This is an optimization exercise on Yosys and OpenROAD, whose aim is small area, not a production implementation. The RTL was checked by simulation tests, not by an equivalence proof against the original design. Power figures rest on the tool's default switching activity, not on a simulated workload.

## v31
Design gsim_sched, start of the top module:
module gsim_sched #(
  parameter int N_ITER = N_ITER_DEFAULT
) (
  input  logic                clk,
  input  logic                reset,
  input  logic                in_en,
  input  logic [15:0]         b_in,
  output logic [WORD_W-1:0]   cu_b,
  output logic [WORD_W-1:0]   cu_x0,
  output logic [WORD_W-1:0]   cu_x1,
  output logic [WORD_W-1:0]   cu_x2,
  output logic [WORD_W-1:0]   cu_x3,
  output logic [WORD_W-1:0]   cu_x4,
  output logic [WORD_W-1:0]   cu_x5,
  input  logic [WORD_W-1:0]   cu_x_new,
  output logic                out_valid,
  output logic [WORD_W-1:0]   x_out
);
clock: 7.0 ns
lec_check: 0
abc_area: 1
cap_margin: 0
core_margin: 2
core_utilization: 60
place_density: 0.7
slew_margin: 0
buffer_ports_args: -buffer_cell sky130_fd_sc_hd__buf_1
cts_args: -sink_clustering_enable -repair_clock_nets -dont_use_dummy_load -buf_list {sky130_fd_sc_hd__clkbuf_8} -sink_clustering_size 18 -sink_clustering_max_diameter 80
skip_repair_tie_fanout: 1
standard.sh (not shown) runs the stock make flow with config.mk's settings and CLKGATE_MAP_FILE= SYNTH_SCRIPT=/design/flow/synth_recipe.tcl, a recipe that flattens the netlist after the stock synthesis.
==> flow/flow/run.sh <==
#!/bin/bash
# Standard ORFS flow (the standard.sh) with the settings in flow/extra.mk
# appended to the standard flow's config.mk: smaller port buffers and a leaner clock tree.
set -e
cat flow/extra.mk >> config.mk
bash standard.sh > standard.log 2>&1
==> flow/flow/extra.mk <==
export BUFFER_PORTS_ARGS = -buffer_cell sky130_fd_sc_hd__buf_1
export CTS_ARGS = -sink_clustering_enable -repair_clock_nets -dont_use_dummy_load -buf_list {sky130_fd_sc_hd__clkbuf_8} -sink_clustering_size 18 -sink_clustering_max_diameter 80
export SKIP_REPAIR_TIE_FANOUT = 1
v31 finished end to end and its layout was clean on timing, DRC and antenna.
Setup changes, v31 to v32
==> flow/flow/extra.mk <==
export BUFFER_PORTS_ARGS = -buffer_cell sky130_fd_sc_hd__buf_1
export CTS_ARGS = -sink_clustering_enable -repair_clock_nets -dont_use_dummy_load -buf_list {sky130_fd_sc_hd__clkbuf_8} -sink_clustering_size 20 -sink_clustering_max_diameter 80
export SKIP_REPAIR_TIE_FANOUT = 1
==> flow/config.mk <==
export PLATFORM = sky130hd
export DESIGN_NAME = gsim_sched
export DESIGN_NICKNAME = gsim_sched
export VERILOG_FILES = /design/flow/design.v
export SDC_FILE = /design/flow/constraint.sdc
export NUM_CORES = 4
export LEC_CHECK = 0
export ABC_AREA = 1
export CAP_MARGIN = 0
export CORE_MARGIN = 2
export CORE_UTILIZATION = 40
export SLEW_MARGIN = 0
export BUFFER_PORTS_ARGS = -buffer_cell sky130_fd_sc_hd__buf_1
export CTS_ARGS = -sink_clustering_enable -repair_clock_nets -dont_use_dummy_load -buf_list {sky130_fd_sc_hd__clkbuf_8} -sink_clustering_size 20 -sink_clustering_max_diameter 80
export SKIP_REPAIR_TIE_FANOUT = 1
Findings:
v32 ended with every stage complete and zero timing, DRC or antenna violations.
Taking v31 as the reference, in v32 power climbed 0.032 mW, area of all placed cells without fillers climbed 1.2%, clock transition at the registers of the reported paths barely changed, final cell count climbed about 11%.
Between v32 and v31, the difference in net count reported at finish is negligible.
v32 ended up with cnt[0] as its launching element of the worst setup path; v31 ended up with cnt[1].
Comparing v32 and v31, the higher sum of routed wire length over all layers is on v32.

========
gsim_sched again, from the RTL that the note above started with.
==> flow/config.mk <==
export PLATFORM = sky130hd
export DESIGN_NAME = gsim_sched
export DESIGN_NICKNAME = gsim_sched
export VERILOG_FILES = /design/flow/design.v
export SDC_FILE = /design/flow/constraint.sdc
export NUM_CORES = 4
export LEC_CHECK = 0
export ABC_AREA = 1
export CAP_MARGIN = 0
export CORE_MARGIN = 2
export CORE_UTILIZATION = 40
export SLEW_MARGIN = 0
export BUFFER_PORTS_ARGS = -buffer_cell sky130_fd_sc_hd__buf_1
export CTS_ARGS = -sink_clustering_enable -repair_clock_nets -dont_use_dummy_load -buf_list {sky130_fd_sc_hd__clkbuf_8} -sink_clustering_size 18 -sink_clustering_max_diameter 80
export SKIP_REPAIR_TIE_FANOUT = 1
==> flow/constraint.sdc <==
create_clock -name core_clock -period 7.0 [get_ports {clk}]
set_input_delay 1.4000 -clock core_clock [delete_from_list [all_inputs] [get_ports {clk}]]
set_output_delay 1.4000 -clock core_clock [all_outputs]
set_load 0.01 [all_outputs]
==> flow/flow/extra.mk <==
export BUFFER_PORTS_ARGS = -buffer_cell sky130_fd_sc_hd__buf_1
export CTS_ARGS = -sink_clustering_enable -repair_clock_nets -dont_use_dummy_load -buf_list {sky130_fd_sc_hd__clkbuf_8} -sink_clustering_size 18 -sink_clustering_max_diameter 80
export SKIP_REPAIR_TIE_FANOUT = 1
Scripts as last shown in full above: flow/flow/run.sh
Edit:
ABC_CLOCK_PERIOD_IN_PS = 7000   (was unset)
CORE_UTILIZATION = 60   (was 40)
PLACE_DENSITY = 0.7   (was unset)
Utilization grows by 22 points.
Global-route usage grows by 4.5 points.
Routed wire length shrinks by roughly a tenth.
Synthesized cell count does not change.
Final area shrinks slightly.
Power shrinks slightly.
Combinational power is lower slightly.
Fmax hardly moves.
Worst setup slack improved by 0.0082 ns.
Edit:
==> flow/flow/extra.mk (replaced) <==
export BUFFER_PORTS_ARGS = -buffer_cell sky130_fd_sc_hd__buf_1
export CTS_ARGS = -sink_clustering_enable -repair_clock_nets -dont_use_dummy_load -buf_list {sky130_fd_sc_hd__clkbuf_8} -sink_clustering_size 20 -sink_clustering_max_diameter 80
ABC_CLOCK_PERIOD_IN_PS = unset   (was 7000)
CORE_UTILIZATION = 40   (was 60)
CTS_ARGS = -sink_clustering_enable -repair_clock_nets -dont_use_dummy_load -buf_list {sky130_fd_sc_hd__clkbuf_8} -sink_clustering_size 20 -sink_clustering_max_diameter 80   (was -sink_clustering_enable -repair_clock_nets -dont_use_dummy_load -buf_list {sky130_fd_sc_hd__clkbuf_8} -sink_clustering_size 18 -sink_clustering_max_diameter 80)
PLACE_DENSITY = unset   (was 0.7)
SKIP_REPAIR_TIE_FANOUT = unset   (was 1)
Outcome:
- fmax went down by 5.8%
- worst setup slack gets worse by 0.25 ns
- wire length rises by 12%
- design area goes up by 1.3%
- critical path depth does not change
Edit:
==> flow/flow/extra.mk (replaced) <==
export BUFFER_PORTS_ARGS = -buffer_cell sky130_fd_sc_hd__buf_1
export CTS_ARGS = -sink_clustering_enable -repair_clock_nets -dont_use_dummy_load -buf_list {sky130_fd_sc_hd__clkbuf_8} -sink_clustering_size 18 -sink_clustering_max_diameter 80
export SKIP_REPAIR_TIE_FANOUT = 1
CORE_UTILIZATION = 70   (was 40)
CTS_ARGS = -sink_clustering_enable -repair_clock_nets -dont_use_dummy_load -buf_list {sky130_fd_sc_hd__clkbuf_8} -sink_clustering_size 18 -sink_clustering_max_diameter 80   (was -sink_clustering_enable -repair_clock_nets -dont_use_dummy_load -buf_list {sky130_fd_sc_hd__clkbuf_8} -sink_clustering_size 20 -sink_clustering_max_diameter 80)
PLACE_DENSITY = 0.8   (was unset)
SKIP_REPAIR_TIE_FANOUT = 1   (was unset)
After rerunning:
- routed wire length went down by roughly a tenth
- sequential share of layout area rises by 1.3 points
- cell count went down by roughly a tenth
- total power barely changes
- worst setup slack is better by 0.061 ns
- cell area decreases slightly
- synthesized area is unchanged
- global-route usage is higher by 7.5 points
Edit:
==> flow/flow/extra.mk (replaced) <==
export BUFFER_PORTS_ARGS = -buffer_cell sky130_fd_sc_hd__buf_1
export CTS_ARGS = -sink_clustering_enable -repair_clock_nets -dont_use_dummy_load -buf_list {sky130_fd_sc_hd__clkbuf_8} -sink_clustering_size 20 -sink_clustering_max_diameter 120
export SKIP_REPAIR_TIE_FANOUT = 1
CORE_UTILIZATION = 40   (was 70)
CTS_ARGS = -sink_clustering_enable -repair_clock_nets -dont_use_dummy_load -buf_list {sky130_fd_sc_hd__clkbuf_8} -sink_clustering_size 20 -sink_clustering_max_diameter 120   (was -sink_clustering_enable -repair_clock_nets -dont_use_dummy_load -buf_list {sky130_fd_sc_hd__clkbuf_8} -sink_clustering_size 18 -sink_clustering_max_diameter 80)
PLACE_DENSITY = unset   (was 0.8)
Result: Combinational power increases by about 0.9%; routed wire length increases by 9.3%; clock power barely changes; register-to-register slack is worse by 0.20 ns.

## static timing again, ports no longer ideal
Ports are ideal in the flow. The routed layouts listed here were re-timed in OpenROAD. Step 1 sets driving cells, clkbuf_16 on the clock port and buf_2 on the other inputs (assumed; they add their load-dependent delay and slew). Step 2 also shifts input and output timing later by t, the mid clock arrival at the registers, as if the neighbouring blocks saw the same clock. Slacks: no drivers / after step 1 / after step 2; pairs: no drivers / after step 1.
| run | shift t [ns] | setup WS [ns] | hold WS [ns] | slew at the worst register clock pin (ns) | worst slew at a driven data input, ns |
|---|---|---|---|---|---|
| v31 | 0.604 | 3.003 / 2.959 / 3.131 | 0.302 / 0.302 / 0.302 | 0.11 / 0.11 | 0.04 |
| v32 | 0.646 | 3.066 / 3.021 / 3.075 | 0.266 / 0.266 / 0.266 | 0.12 / 0.12 | 0.09 |
| the first run of note 2 | 0.653 | 2.995 / 2.949 / 3.113 | 0.272 / 0.272 / 0.272 | 0.11 / 0.11 | 0.07 |
| the second run of note 2 | 0.604 | 3.003 / 2.959 / 3.131 | 0.302 / 0.302 / 0.302 | 0.11 / 0.11 | 0.04 |
| the third run of note 2 | 0.650 | 2.757 / 2.709 / 3.359 | 0.310 / 0.310 / 0.310 | 0.12 / 0.12 | 0.09 |
| the fourth run of note 2 | 0.608 | 2.818 / 2.774 / 3.323 | 0.322 / 0.322 / 0.322 | 0.11 / 0.11 | 0.05 |
| the fifth run of note 2 | 0.645 | 3.020 / 2.973 / 3.056 | 0.321 / 0.321 / 0.321 | 0.12 / 0.12 | 0.07 |
After both steps setup and hold are still met in every run listed.
